From an optimization exercise on the open Yosys and OpenROAD flow, aimed at small area; shortcuts taken in it are not production practice. RTL that was checked went through simulation tests only; none was proved equivalent to the original.

## overlay_top
module overlay_top (
    input  logic                        clk,
    input  logic                        reset,
    input  logic                        vsync_i,
    input  logic [12-1:0][10-1:0] region_min_x_i,
    input  logic [12-1:0][10-1:0] region_max_x_i,
    input  logic [12-1:0][10-1:0] region_min_y_i,
    input  logic [12-1:0][10-1:0] region_max_y_i,
    input  overlay_pkg::coord_t         draw_x_i,
    input  overlay_pkg::coord_t         draw_y_i,
    input  logic [8-1:0]       pixel_i,
    input  overlay_pkg::shade_t         brightness_i,
    input  logic [15-1:0]    area_thresh_i,
    input  logic                        highlight_i,
    output overlay_pkg::shade_t         red_o,
    output overlay_pkg::shade_t         green_o,
    output overlay_pkg::shade_t         blue_o
);
==> flow/config.mk <==
export PLATFORM = sky130hd
export DESIGN_NAME = overlay_top
export DESIGN_NICKNAME = overlay_top
export VERILOG_FILES = /design/flow/design.v
export SDC_FILE = /design/flow/constraint.sdc
export NUM_CORES = 4
export LEC_CHECK = 0
export CAP_MARGIN = 20
export CORE_MARGIN = 2
export CORE_UTILIZATION = 40
export CTS_BUF_LIST = sky130_fd_sc_hd__clkbuf_16
export CTS_CLUSTER_DIAMETER = 80
export CTS_CLUSTER_SIZE = 25
export SLEW_MARGIN = 20
export SYNTH_HIERARCHICAL = 1
==> flow/constraint.sdc <==
create_clock -name core_clock -period 10.0 [get_ports {clk}]
set_input_delay 2.0000 -clock core_clock [delete_from_list [all_inputs] [get_ports {clk}]]
set_output_delay 2.0000 -clock core_clock [all_outputs]
set_load 0.01 [all_outputs]
standard.sh (not shown) runs the stock make flow with config.mk's settings and CLKGATE_MAP_FILE= SYNTH_SCRIPT=/design/flow/synth_recipe.tcl, a recipe that flattens the netlist after the stock synthesis.
==> flow/flow/run.sh <==
#!/bin/bash
# The standard layout, with the smallest buffer (buf_1) as the port buffer
# instead of the delay buffer buffer_ports picks on its own.  Every input and
# output still gets its own buffer.
set -euo pipefail
export BUFFER_PORTS_ARGS="-buffer_cell sky130_fd_sc_hd__buf_1"
bash standard.sh finish > standard_flow.log 2>&1
==> next run, changes <==
==> flow/flow/run.sh (replaced) <==
#!/bin/bash
# The standard layout with two changes:
#  - the smallest buffer (buf_1) as the port buffer instead of the delay buffer
#    buffer_ports picks on its own; every input and output still gets its own
#    buffer;
#  - clock tree synthesis without dummy loads (-dont_use_dummy_load), which
#    CTS otherwise adds only to even out the tree's branches.
set -euo pipefail
export BUFFER_PORTS_ARGS="-buffer_cell sky130_fd_sc_hd__buf_1"
export CTS_ARGS="-sink_clustering_enable -repair_clock_nets -sink_clustering_size 25 -sink_clustering_max_diameter 80 -buf_list sky130_fd_sc_hd__clkbuf_16 -dont_use_dummy_load"
bash standard.sh finish > standard_flow.log 2>&1
Settings changed: CTS_BUF_LIST sky130_fd_sc_hd__clkbuf_16 to unset, CTS_CLUSTER_DIAMETER 80 to unset, CTS_CLUSTER_SIZE 25 to unset.
Result: The new run completed with no timing, DRC or antenna violations. Non-clock buffer count is higher by 4. Worst setup slack loses 0.045 ns. Critical path depth is unchanged. Via count stays flat. Clock skew is higher by 0.052 ns.

the baseline:
overlay_top, a different RTL version from the one above (not shown whole).
Size: roughly 5200 cells after synthesis, roughly 730 flip-flops, roughly 560 I/O pins, ~56000 um^2 of cells after synthesis.
// overlay_top
module overlay_top (
    input  logic                        clk,
    input  logic                        reset,
    input  logic                        vsync_i,
    input  logic [12-1:0][10-1:0] region_min_x_i,
    input  logic [12-1:0][10-1:0] region_max_x_i,
    input  logic [12-1:0][10-1:0] region_min_y_i,
    input  logic [12-1:0][10-1:0] region_max_y_i,
    input  overlay_pkg::coord_t         draw_x_i,
    input  overlay_pkg::coord_t         draw_y_i,
    input  logic [8-1:0]       pixel_i,
    input  overlay_pkg::shade_t         brightness_i,
    input  logic [15-1:0]    area_thresh_i,
    input  logic                        highlight_i,
    output overlay_pkg::shade_t         red_o,
    output overlay_pkg::shade_t         green_o,
    output overlay_pkg::shade_t         blue_o
);
==> flow/config.mk <==
export PLATFORM = sky130hd
export DESIGN_NAME = overlay_top
export DESIGN_NICKNAME = overlay_top
export VERILOG_FILES = /design/flow/design.v
export SDC_FILE = /design/flow/constraint.sdc
export NUM_CORES = 4
export LEC_CHECK = 0
export CAP_MARGIN = 20
export CORE_MARGIN = 2
export CORE_UTILIZATION = 40
export GPL_TIMING_DRIVEN = 0
export SETUP_SLACK_MARGIN = 0.1
export SLEW_MARGIN = 20
export SYNTH_HIERARCHICAL = 1
==> flow/constraint.sdc <==
create_clock -name core_clock -period 10.0 [get_ports {clk}]
set_input_delay 2.0000 -clock core_clock [delete_from_list [all_inputs] [get_ports {clk}]]
set_output_delay 2.0000 -clock core_clock [all_outputs]
set_load 0.01 [all_outputs]
==> flow/flow/run.sh <==
#!/bin/bash
# The standard layout with two changes:
#  - the smallest buffer (buf_1) as the port buffer instead of the delay buffer
#    buffer_ports picks on its own; every input and output still gets its own
#    buffer;
#  - clock tree synthesis without dummy loads (-dont_use_dummy_load), which
#    CTS otherwise adds only to even out the tree's branches.
set -euo pipefail
export BUFFER_PORTS_ARGS="-buffer_cell sky130_fd_sc_hd__buf_1"
export CTS_ARGS="-sink_clustering_enable -repair_clock_nets -sink_clustering_size 25 -sink_clustering_max_diameter 80 -buf_list sky130_fd_sc_hd__clkbuf_16 -dont_use_dummy_load"
bash standard.sh finish > standard_flow.log 2>&1
Changes in the candidate relative to the baseline:
-- flow/config.mk --
<<< the baseline, line 9
export CORE_MARGIN = 2
export CORE_UTILIZATION = 40
export GPL_TIMING_DRIVEN = 0
export SETUP_SLACK_MARGIN = 0.1
export SLEW_MARGIN = 20
>>> the candidate, line 9
export CORE_MARGIN = 2
export CORE_UTILIZATION = 40
export SETUP_SLACK_MARGIN = 0.1
export SLEW_MARGIN = 20
Findings:
Relative to the baseline, the candidate improves relative slew slack.
The clock network area share of the candidate is higher than that of the baseline.
When the candidate is set beside the baseline, its total of buffers placed on input and output ports turns out to be 5 larger.
The run with more setup slack is the candidate; the baseline has less.
Max area taken by multi-input logic gates across the baseline and the candidate: the baseline
The baseline → the candidate: global-route usage moved down, cell area has decreased, remaining global-route overflow did not really move.
Relative to the baseline, the candidate degrades worst hold slack.
No run of this note included a check of the RTL's function; only the layout flow was run.

-- static timing again, ports no longer ideal --
In the flow no input, the clock included, has a driving cell. The finished layouts below were timed again as built, in two steps. Step 1, drivers: a clkbuf_16 drives clk and a buf_2 each remaining input, both assumed. Step 2, shift: input delay + t, output delay - t, t = (earliest + latest rising clock arrival at the registers) / 2. This alone moves slack from input paths to output paths. Three values: ideal, step 1, step 2; two values: the first two.
run | t (ns) | slack for setup (ns) | cell pins on the clock port's net
the first run of note 1 | 0.756 | 0.160 / 0.162 / -0.594 | 1
the second run of note 1 | 0.728 | 0.115 / 0.156 / -0.572 | 1
the baseline | 0.729 | 0.231 / 0.279 / -0.449 | 1
the candidate | 0.724 | 0.450 / 0.509 / -0.214 | 1
Met with ideal ports but missed after step 2: setup timing in every run listed. The setup slack of the first run of note 1, which loses most, moves by +0.002 ns with the drivers and by -0.754 ns with both steps.
